This is an optimization exercise on Yosys and OpenROAD, whose aim is small area, a short achievable clock period and few clock cycles per item, not a production implementation. RTL that was checked went through simulation tests only; none was proved equivalent to the original.

Design fp_mul_arbiter, start of the top module:
module fp_mul_arbiter #(
   parameter int unsigned CALC_CYCLES = 1
) (
   input  logic        clk,
   input  logic        rst,
   input  logic        req0_valid,
   input  logic        req1_valid,
   output logic        req0_ready,
   output logic        req1_ready,
   input  logic [31:0] req0_a,
   input  logic [31:0] req0_b,
   input  logic [31:0] req1_a,
   input  logic [31:0] req1_b,
   output logic        rsp_valid,
   input  logic        rsp_ready,
   output logic        rsp_id,
   output logic [31:0] rsp_data,
   output logic        busy
);
For scale: about 2500 cells after synthesis, about 170 flip-flops, roughly 170 I/O pins.
==> module fp_mul_arbiter, before the edit <==
module fp_mul_arbiter #(
   parameter int unsigned CALC_CYCLES = 1
) (
   input  logic        clk,
   input  logic        rst,
   input  logic        req0_valid,
   input  logic        req1_valid,
   output logic        req0_ready,
   output logic        req1_ready,
   input  logic [31:0] req0_a,
   input  logic [31:0] req0_b,
   input  logic [31:0] req1_a,
   input  logic [31:0] req1_b,
   output logic        rsp_valid,
   input  logic        rsp_ready,
   output logic        rsp_id,
   output logic [31:0] rsp_data,
   output logic        busy
);
   logic        ptr_q;
   logic        adv, grant1, acc;
   logic        va_q, ida_q, sga_q, nana_q, infa_q, zeroa_q;
   logic [22:0] fa_q, fb_q;    
   logic [8:0]  esa_q;         
   logic        vb_q, idb_q, sgnb_q, nanb_q, infb_q, zerob_q;
   logic [25:0] sbn_q, cbn_q;  
   logic        cib_q;         
   logic        stb_q;         
   logic [8:0]  esb_q;         
   logic        vr_q, idr_q, nanr_q, infr_q, zeror_q;
   logic [31:0] dr_q;
   assign adv        = ~(vr_q & ~rsp_ready);
   assign grant1     = req1_valid & (~req0_valid | ptr_q);
   assign req0_ready = ~rst & adv & ~(req1_valid & ptr_q);
   assign req1_ready = ~rst & adv & (ptr_q | ~req0_valid);
   assign acc        = ~rst & adv & (req0_valid | req1_valid);
   assign rsp_valid = vr_q;
   assign rsp_id    = idr_q;
   assign rsp_data  = nanr_q  ? 32'h7FC0_0000 :
                      infr_q  ? {dr_q[31], 8'hFF, 23'd0} :
                      zeror_q ? {dr_q[31], 31'd0} : dr_q;
   assign busy      = va_q | vb_q | vr_q;
   logic [31:0] as, bs;
   logic [7:0]  e1, e2;
   logic        nan1, nan2, inf1, inf2, zero1, zero2;
   assign as    = grant1 ? req1_a : req0_a;
   assign bs    = grant1 ? req1_b : req0_b;
   assign e1    = as[30:23];
   assign e2    = bs[30:23];
   assign nan1  = (e1 == 8'hFF) && (as[22:0] != 23'd0);
   assign nan2  = (e2 == 8'hFF) && (bs[22:0] != 23'd0);
   assign inf1  = (e1 == 8'hFF) && (as[22:0] == 23'd0);
   assign inf2  = (e2 == 8'hFF) && (bs[22:0] == 23'd0);
   assign zero1 = (e1 == 8'd0);
   assign zero2 = (e2 == 8'd0);
   logic [22:0] f1, f2;
   logic [47:0] cs_sn, cs_cn;
   logic [23:0] lo;
   logic [23:0] za, zb;
   logic        low_zero;
   assign f1    = fa_q;
   assign f2    = fb_q;
   mul24_csn u_mul (.x(f1), .y(f2), .sn(cs_sn), .cn(cs_cn));
   assign lo = {cs_sn[21:0], 1'b1} + {cs_cn[21:0], 1'b1};
   always_comb begin
      za[0] = 1'b1;
      zb[0] = 1'b1;
      for (int k = 1; k < 24; k++) begin
         za[k] = za[k-1] & ~f1[k-1];
         zb[k] = zb[k-1] & ~f2[k-1];
      end
      low_zero = 1'b0;
      for (int k = 0; k <= 22; k++) low_zero = low_zero | (za[k] & zb[22-k]);
   end
   logic [26:0]       pbx;
   logic [25:0]       pb;     
   logic              p47, rnd0, rnd1, ovf0, ovf1, huge, tiny;
   logic [22:0]       inc0, inc1, frac;
   logic [9:0]        ex0, ex1, ex2, ex;
   logic [31:0]       res;
   logic              res_inf, res_zero;
   assign pbx  = {sbn_q, 1'b1} + {cbn_q, ~cib_q};
   assign pb   = ~pbx[26:1];
   assign p47  = pb[25];
   assign inc0 = pb[23:1] + 23'd1;
   assign inc1 = pb[24:2] + 23'd1;
   assign rnd0 = pb[0] & (stb_q | pb[1]);
   assign rnd1 = pb[1] & (stb_q | pb[0] | pb[2]);
   assign ovf0 = rnd0 & (&pb[24:1]);
   assign ovf1 = rnd1 & (&pb[24:2]);
   assign ex0  = {1'b0, esb_q} - 10'd127;
   assign ex1  = {1'b0, esb_q} - 10'd126;
   assign ex2  = {1'b0, esb_q} - 10'd125;
   logic [2:0] hg, tn;
   logic       sel2, sel1;
   assign hg[0] = ~ex0[9] & (ex0[8] | (&ex0[7:0]));
   assign hg[1] = ~ex1[9] & (ex1[8] | (&ex1[7:0]));
   assign hg[2] = ~ex2[9] & (ex2[8] | (&ex2[7:0]));
   assign tn[0] = ex0[9] | (ex0 == 10'd0);
   assign tn[1] = ex1[9] | (ex1 == 10'd0);
   assign tn[2] = ex2[9] | (ex2 == 10'd0);
   assign sel2 = p47 & ovf1;
   assign sel1 = p47 ? ~ovf1 : ovf0;
   always_comb begin
      frac = p47 ? (rnd1 ? inc1 : pb[24:2]) : (rnd0 ? inc0 : pb[23:1]);
      ex   = sel2 ? ex2 : (sel1 ? ex1 : ex0);
      huge = sel2 ? hg[2] : (sel1 ? hg[1] : hg[0]);
      tiny = sel2 ? tn[2] : (sel1 ? tn[1] : tn[0]);
      res      = {sgnb_q, ex[7:0], frac};
      res_inf  = infb_q | huge;
      res_zero = zerob_q | tiny;
   end
   always_ff @(posedge clk) begin
      if (rst) begin
         ptr_q <= 1'b0;
         va_q  <= 1'b0;
         vb_q  <= 1'b0;
         vr_q  <= 1'b0;
      end else if (adv) begin
         if (acc) ptr_q <= ~grant1;
         va_q <= acc;
         vb_q <= va_q;
         vr_q <= vb_q;
      end
   end
   always_ff @(posedge clk) begin
      if (adv) begin
         ida_q   <= grant1;
         sga_q   <= as[31] ^ bs[31];
         fa_q    <= as[22:0];
         fb_q    <= bs[22:0];
         esa_q   <= {1'b0, e1} + {1'b0, e2};
         nana_q  <= nan1 | nan2 | (inf1 & zero2) | (zero1 & inf2);
         infa_q  <= inf1 | inf2;
         zeroa_q <= zero1 | zero2;
         idb_q   <= ida_q;
         sgnb_q  <= sga_q;
         nanb_q  <= nana_q;
         infb_q  <= infa_q;
         zerob_q <= zeroa_q;
         esb_q   <= esa_q;
         sbn_q   <= cs_sn[47:22];
         cbn_q   <= cs_cn[47:22];
         cib_q   <= ~lo[23];
         stb_q   <= ~low_zero;
         idr_q   <= idb_q;
         dr_q    <= res;
         nanr_q  <= nanb_q;
         infr_q  <= res_inf;
         zeror_q <= res_zero;
      end
   end
endmodule
export LEC_CHECK = 0
export CAP_MARGIN = 20
export CORE_MARGIN = 2
export CORE_UTILIZATION = 55
export SETUP_SLACK_MARGIN = 5
export SLEW_MARGIN = 20
export SYNTH_HIERARCHICAL = 1
create_clock -name core_clock -period 11.0 [get_ports {clk}]
standard.sh (not shown) runs the stock make flow with config.mk's settings and CLKGATE_MAP_FILE= SYNTH_SCRIPT=/design/flow/synth_recipe.tcl, a recipe that flattens the netlist after the stock synthesis.
==> flow/flow/run.sh <==
#!/bin/bash
set -euo pipefail
bash standard.sh "BUFFER_PORTS_ARGS=-buffer_cell sky130_fd_sc_hd__buf_1" SETUP_SLACK_MARGIN=5.7 finish > make.log 2>&1
The baseline finished clean.
==> next run, changes <==
--- a/flow/design.v
+++ b/flow/design.v
@@ -27,7 +27,7 @@
    logic        cib_q;         
    logic        stb_q;         
    logic [8:0]  esb_q;         
-   logic        vr_q, idr_q, nanr_q, infr_q, zeror_q;
+   logic        vr_q, idr_q;
    logic [31:0] dr_q;
    assign adv        = ~(vr_q & ~rsp_ready);
    assign grant1     = req1_valid & (~req0_valid | ptr_q);
@@ -36,9 +36,7 @@
    assign acc        = ~rst & adv & (req0_valid | req1_valid);
    assign rsp_valid = vr_q;
    assign rsp_id    = idr_q;
-   assign rsp_data  = nanr_q  ? 32'h7FC0_0000 :
-                      infr_q  ? {dr_q[31], 8'hFF, 23'd0} :
-                      zeror_q ? {dr_q[31], 31'd0} : dr_q;
+   assign rsp_data  = dr_q;
    assign busy      = va_q | vb_q | vr_q;
    logic [31:0] as, bs;
    logic [7:0]  e1, e2;
@@ -78,7 +76,6 @@
    logic [22:0]       inc0, inc1, frac;
    logic [9:0]        ex0, ex1, ex2, ex;
    logic [31:0]       res;
-   logic              res_inf, res_zero;
    assign pbx  = {sbn_q, 1'b1} + {cbn_q, ~cib_q};
    assign pb   = ~pbx[26:1];
    assign p47  = pb[25];
@@ -106,9 +103,15 @@
       ex   = sel2 ? ex2 : (sel1 ? ex1 : ex0);
       huge = sel2 ? hg[2] : (sel1 ? hg[1] : hg[0]);
       tiny = sel2 ? tn[2] : (sel1 ? tn[1] : tn[0]);
-      res      = {sgnb_q, ex[7:0], frac};
-      res_inf  = infb_q | huge;
-      res_zero = zerob_q | tiny;
+      if (nanb_q) begin
+         res = 32'h7FC0_0000;
+      end else if (infb_q || huge) begin
+         res = {sgnb_q, 8'hFF, 23'd0};
+      end else if (zerob_q || tiny) begin
+         res = {sgnb_q, 31'd0};
+      end else begin
+         res = {sgnb_q, ex[7:0], frac};
+      end
    end
    always_ff @(posedge clk) begin
       if (rst) begin
@@ -145,9 +148,6 @@
          stb_q   <= ~low_zero;
          idr_q   <= idb_q;
          dr_q    <= res;
-         nanr_q  <= nanb_q;
-         infr_q  <= res_inf;
-         zeror_q <= res_zero;
       end
    end
 endmodule
The new run completed without violations.
Die area falls by 0.33%.
Routed wire length went down by 1.9%.
Hold slack barely changes.
Final cell count came out lower by 3.3%.
Setup slack gets worse by 0.011 ns.
Via count falls by 3.0%.
Clock skew goes up by 0.0075 ns.
Global-route usage goes up by 0.86 points.
Fmax stays flat.
Clock-buffer cell count went down by 1.
Testbench counts after the change, summed over its fixed seeds: cycles 3,224, items 3,200.
For the first run of this note, only the layout was checked, not whether the RTL still works.

---

Another version of the RTL of fp_mul_arbiter (not shown whole).
Size in the first run: roughly 170 flip-flops, ~170 I/O pins, ~26000 µm² of cells after synthesis.
==> module fp_mul_arbiter, before the edit <==
module fp_mul_arbiter #(
   parameter int unsigned CALC_CYCLES = 1
) (
   input  logic        clk,
   input  logic        rst,
   input  logic        req0_valid,
   input  logic        req1_valid,
   output logic        req0_ready,
   output logic        req1_ready,
   input  logic [31:0] req0_a,
   input  logic [31:0] req0_b,
   input  logic [31:0] req1_a,
   input  logic [31:0] req1_b,
   output logic        rsp_valid,
   input  logic        rsp_ready,
   output logic        rsp_id,
   output logic [31:0] rsp_data,
   output logic        busy
);
   logic        ptr_q;
   logic        adv, grant1, acc;
   logic        va_q, ida_q, sga_q;
   logic [30:0] a_q, b_q;
   logic        vb_q, idb_q, sgnb_q, nanb_q, infb_q, zerob_q;
   logic [25:0] sbn_q, cbn_q;  
   logic        cib_q;         
   logic        stb_q;         
   logic [8:0]  esb_q;         
   logic        vr_q, idr_q;
   logic [31:0] dr_q;
   assign adv        = ~(vr_q & ~rsp_ready);
   assign grant1     = req1_valid & (~req0_valid | ptr_q);
   assign req0_ready = ~rst & adv & ~(req1_valid & ptr_q);
   assign req1_ready = ~rst & adv & (ptr_q | ~req0_valid);
   assign acc        = ~rst & adv & (req0_valid | req1_valid);
   assign rsp_valid = vr_q;
   assign rsp_id    = idr_q;
   assign rsp_data  = dr_q;
   assign busy      = va_q | vb_q | vr_q;
   logic [7:0]  e1, e2;
   logic [22:0] f1, f2;
   logic        nan1, nan2, inf1, inf2, zero1, zero2;
   logic [47:0] cs_sn, cs_cn, cs_s, cs_c;
   logic [22:0] lo;
   logic [21:0] zx;
   assign e1    = a_q[30:23];
   assign e2    = b_q[30:23];
   assign f1    = a_q[22:0];
   assign f2    = b_q[22:0];
   assign nan1  = (e1 == 8'hFF) && (f1 != 23'd0);
   assign nan2  = (e2 == 8'hFF) && (f2 != 23'd0);
   assign inf1  = (e1 == 8'hFF) && (f1 == 23'd0);
   assign inf2  = (e2 == 8'hFF) && (f2 == 23'd0);
   assign zero1 = (e1 == 8'd0);
   assign zero2 = (e2 == 8'd0);
   mul24_csn u_mul (.x(f1), .y(f2), .sn(cs_sn), .cn(cs_cn));
   assign cs_s = ~cs_sn;
   assign cs_c = ~cs_cn;
   assign lo = {1'b0, cs_s[21:0]} + {1'b0, cs_c[21:0]};
   assign zx = (cs_s[21:0] ^ cs_c[21:0]) ^ {cs_s[20:0] | cs_c[20:0], 1'b0};
   logic [26:0]       pbx;
   logic [25:0]       pb;     
   logic              p47, rnd0, rnd1, ovf0, ovf1, huge, tiny;
   logic [22:0]       inc0, inc1, frac;
   logic [9:0]        ex0, ex1, ex2, ex;
   logic [31:0]       res;
   assign pbx  = {~sbn_q, 1'b1} + {~cbn_q, cib_q};
   assign pb   = pbx[26:1];
   assign p47  = pb[25];
   assign inc0 = pb[23:1] + 23'd1;
   assign inc1 = pb[24:2] + 23'd1;
   assign rnd0 = pb[0] & (stb_q | pb[1]);
   assign rnd1 = pb[1] & (stb_q | pb[0] | pb[2]);
   assign ovf0 = rnd0 & (&pb[24:1]);
   assign ovf1 = rnd1 & (&pb[24:2]);
   assign ex0  = {1'b0, esb_q} - 10'd127;
   assign ex1  = {1'b0, esb_q} - 10'd126;
   assign ex2  = {1'b0, esb_q} - 10'd125;
   always_comb begin
      if (p47) begin
         frac = rnd1 ? inc1 : pb[24:2];
         ex   = ovf1 ? ex2 : ex1;
      end else begin
         frac = rnd0 ? inc0 : pb[23:1];
         ex   = ovf0 ? ex1 : ex0;
      end
      huge = ~ex[9] & (ex[8] | (&ex[7:0]));    
      tiny = ex[9] | (ex == 10'd0);            
      if (nanb_q) begin
         res = 32'h7FC0_0000;
      end else if (infb_q || huge) begin
         res = {sgnb_q, 8'hFF, 23'd0};
      end else if (zerob_q || tiny) begin
         res = {sgnb_q, 31'd0};
      end else begin
         res = {sgnb_q, ex[7:0], frac};
      end
   end
   always_ff @(posedge clk) begin
      if (rst) begin
         ptr_q <= 1'b0;
         va_q  <= 1'b0;
         vb_q  <= 1'b0;
         vr_q  <= 1'b0;
      end else if (adv) begin
         if (acc) ptr_q <= ~grant1;
         va_q <= acc;
         vb_q <= va_q;
         vr_q <= vb_q;
      end
   end
   always_ff @(posedge clk) begin
      if (adv) begin
         ida_q   <= grant1;
         sga_q   <= grant1 ? (req1_a[31] ^ req1_b[31]) : (req0_a[31] ^ req0_b[31]);
         a_q     <= grant1 ? req1_a[30:0] : req0_a[30:0];
         b_q     <= grant1 ? req1_b[30:0] : req0_b[30:0];
         idb_q   <= ida_q;
         sgnb_q  <= sga_q;
         nanb_q  <= nan1 | nan2 | (inf1 & zero2) | (zero1 & inf2);
         infb_q  <= inf1 | inf2;
         zerob_q <= zero1 | zero2;
         esb_q   <= {1'b0, e1} + {1'b0, e2};
         sbn_q   <= cs_sn[47:22];
         cbn_q   <= cs_cn[47:22];
         cib_q   <= lo[22];
         stb_q   <= |zx;
         idr_q   <= idb_q;
         dr_q    <= res;
      end
   end
endmodule
==> flow/config.mk <==
export PLATFORM = sky130hd
export DESIGN_NAME = fp_mul_arbiter
export DESIGN_NICKNAME = fp_mul_arbiter
export VERILOG_FILES = /design/flow/design.v
export SDC_FILE = /design/flow/constraint.sdc
export NUM_CORES = 4
export LEC_CHECK = 0
export CAP_MARGIN = 20
export CORE_MARGIN = 2
export CORE_UTILIZATION = 40
export SETUP_SLACK_MARGIN = 5
export SLEW_MARGIN = 20
export SYNTH_HIERARCHICAL = 1
==> flow/constraint.sdc <==
create_clock -name core_clock -period 11.0 [get_ports {clk}]
set_input_delay 2.2000 -clock core_clock [delete_from_list [all_inputs] [get_ports {clk}]]
set_output_delay 2.2000 -clock core_clock [all_outputs]
set_load 0.01 [all_outputs]
run.sh (not shown) runs the stock make flow with config.mk's settings and CLKGATE_MAP_FILE= SYNTH_SCRIPT=/design/flow/synth_recipe.tcl, a recipe that flattens the netlist after the stock synthesis.
Stock flow here: none of the scripts above is used.
Testbench counts at the start, summed over its fixed seeds: cycles 3,224, items 3,200.
Change:
--- a/flow/design.v
+++ b/flow/design.v
@@ -16,19 +16,19 @@
    output logic        rsp_id,
    output logic [31:0] rsp_data,
    output logic        busy
 );
    logic        ptr_q;
    logic        adv, grant1, acc;
-   logic        va_q, ida_q, sga_q;
-   logic [30:0] a_q, b_q;
+   logic        va_q, ida_q;
+   logic [31:0] a_q, b_q;
    logic        vb_q, idb_q, sgnb_q, nanb_q, infb_q, zerob_q;
-   logic [25:0] sbn_q, cbn_q;  
-   logic        cib_q;         
-   logic        stb_q;         
-   logic [8:0]  esb_q;         
+   logic [25:0] sb_q, cb_q;   
+   logic        cib_q;        
+   logic        stb_q;        
+   logic [9:0]  eb_q;         
    logic        vr_q, idr_q;
    logic [31:0] dr_q;
    assign adv        = ~(vr_q & ~rsp_ready);
    assign grant1     = req1_valid & (~req0_valid | ptr_q);
    assign req0_ready = ~rst & adv & ~(req1_valid & ptr_q);
    assign req1_ready = ~rst & adv & (ptr_q | ~req0_valid);
@@ -37,13 +37,13 @@
    assign rsp_id    = idr_q;
    assign rsp_data  = dr_q;
    assign busy      = va_q | vb_q | vr_q;
    logic [7:0]  e1, e2;
    logic [22:0] f1, f2;
    logic        nan1, nan2, inf1, inf2, zero1, zero2;
-   logic [47:0] cs_sn, cs_cn, cs_s, cs_c;
+   logic [47:0] cs_s, cs_c, cs_sn, cs_cn;
    logic [22:0] lo;
    logic [21:0] zx;
    assign e1    = a_q[30:23];
    assign e2    = b_q[30:23];
    assign f1    = a_q[22:0];
    assign f2    = b_q[22:0];
@@ -59,44 +59,47 @@
    assign lo = {1'b0, cs_s[21:0]} + {1'b0, cs_c[21:0]};
    assign zx = (cs_s[21:0] ^ cs_c[21:0]) ^ {cs_s[20:0] | cs_c[20:0], 1'b0};
    logic [26:0]       pbx;
    logic [25:0]       pb;     
    logic              p47, rnd0, rnd1, ovf0, ovf1, huge, tiny;
    logic [22:0]       inc0, inc1, frac;
-   logic [9:0]        ex0, ex1, ex2, ex;
+   logic [9:0]        ex0, ex1, ex2;
+   logic [7:0]        expo;
    logic [31:0]       res;
-   assign pbx  = {~sbn_q, 1'b1} + {~cbn_q, cib_q};
+   assign pbx  = {sb_q, 1'b1} + {cb_q, cib_q};
    assign pb   = pbx[26:1];
    assign p47  = pb[25];
    assign inc0 = pb[23:1] + 23'd1;
    assign inc1 = pb[24:2] + 23'd1;
    assign rnd0 = pb[0] & (stb_q | pb[1]);
    assign rnd1 = pb[1] & (stb_q | pb[0] | pb[2]);
    assign ovf0 = rnd0 & (&pb[24:1]);
    assign ovf1 = rnd1 & (&pb[24:2]);
-   assign ex0  = {1'b0, esb_q} - 10'd127;
-   assign ex1  = {1'b0, esb_q} - 10'd126;
-   assign ex2  = {1'b0, esb_q} - 10'd125;
+   assign ex0  = eb_q;
+   assign ex1  = eb_q + 10'd1;
+   assign ex2  = eb_q + 10'd2;
    always_comb begin
+      logic [9:0] ex;
       if (p47) begin
          frac = rnd1 ? inc1 : pb[24:2];
          ex   = ovf1 ? ex2 : ex1;
       end else begin
          frac = rnd0 ? inc0 : pb[23:1];
          ex   = ovf0 ? ex1 : ex0;
       end
-      huge = ~ex[9] & (ex[8] | (&ex[7:0]));    
-      tiny = ex[9] | (ex == 10'd0);            
+      expo  = ex[7:0];
+      huge   = ~ex[9] & (ex[8] | (&ex[7:0]));    
+      tiny = ex[9] | (ex == 10'd0);           
       if (nanb_q) begin
          res = 32'h7FC0_0000;
       end else if (infb_q || huge) begin
          res = {sgnb_q, 8'hFF, 23'd0};
       end else if (zerob_q || tiny) begin
          res = {sgnb_q, 31'd0};
       end else begin
-         res = {sgnb_q, ex[7:0], frac};
+         res = {sgnb_q, expo, frac};
       end
    end
    always_ff @(posedge clk) begin
       if (rst) begin
          ptr_q <= 1'b0;
          va_q  <= 1'b0;
@@ -109,23 +112,22 @@
          vr_q <= vb_q;
       end
    end
    always_ff @(posedge clk) begin
       if (adv) begin
          ida_q   <= grant1;
-         sga_q   <= grant1 ? (req1_a[31] ^ req1_b[31]) : (req0_a[31] ^ req0_b[31]);
-         a_q     <= grant1 ? req1_a[30:0] : req0_a[30:0];
-         b_q     <= grant1 ? req1_b[30:0] : req0_b[30:0];
+         a_q     <= grant1 ? req1_a : req0_a;
+         b_q     <= grant1 ? req1_b : req0_b;
          idb_q   <= ida_q;
-         sgnb_q  <= sga_q;
+         sgnb_q  <= a_q[31] ^ b_q[31];
          nanb_q  <= nan1 | nan2 | (inf1 & zero2) | (zero1 & inf2);
          infb_q  <= inf1 | inf2;
          zerob_q <= zero1 | zero2;
-         esb_q   <= {1'b0, e1} + {1'b0, e2};
-         sbn_q   <= cs_sn[47:22];
-         cbn_q   <= cs_cn[47:22];
+         eb_q    <= {2'b00, e1} + {2'b00, e2} - 10'd127;
+         sb_q    <= cs_s[47:22];
+         cb_q    <= cs_c[47:22];
          cib_q   <= lo[22];
          stb_q   <= |zx;
          idr_q   <= idb_q;
          dr_q    <= res;
       end
    end
Effect:
- design area is lower by 1.1%
- die area is lower by 1.3%
- synthesized cell count goes down by 1.8%
- setup slack improved by 0.0057 ns
- routed wire length fell by 4.1%
- flip-flop and latch count came out higher by 2
- area after synthesis shrinks by 1.3%
No functional check of the RTL was part of the second run of this note.

afterwards: timing with drivers on the ports:
How much do the figures lean on ideal ports? The routed layouts below were timed once more, with nothing changed but the port constraints. Step 1: set_driving_cell puts a clkbuf_16 on clk and a buf_2 on each other input, an assumption about the parent block. Step 2 adds t to the input delays and takes it off the output delays; t is the mean of the earliest and latest rising clock arrival at the registers after step 1. Input paths then give back, and output paths get back, about the clock's delay inside the block. a / b / c = ideal / step 1 / step 2; a / b = the first two.
| run | t (ns) | setup slack, ns | worst setup path after step 2 |
|---|---|---|---|
| the first run of note 1 | 0.551 | 5.866 / 5.866 / 5.525 | input to register |
| the second run of note 1 | 0.552 | 5.855 / 5.855 / 5.630 | input to register |
| the first run of note 2 | 0.532 | 5.161 / 5.128 / 5.128 | input to output |
| the second run of note 2 | 0.532 | 5.167 / 5.134 / 5.134 | input to output |
After both steps every run listed still meets setup and hold. The setup slack of the first run of note 1, which loses most, moves by 0.000 ns with the drivers and by -0.341 ns with both steps.
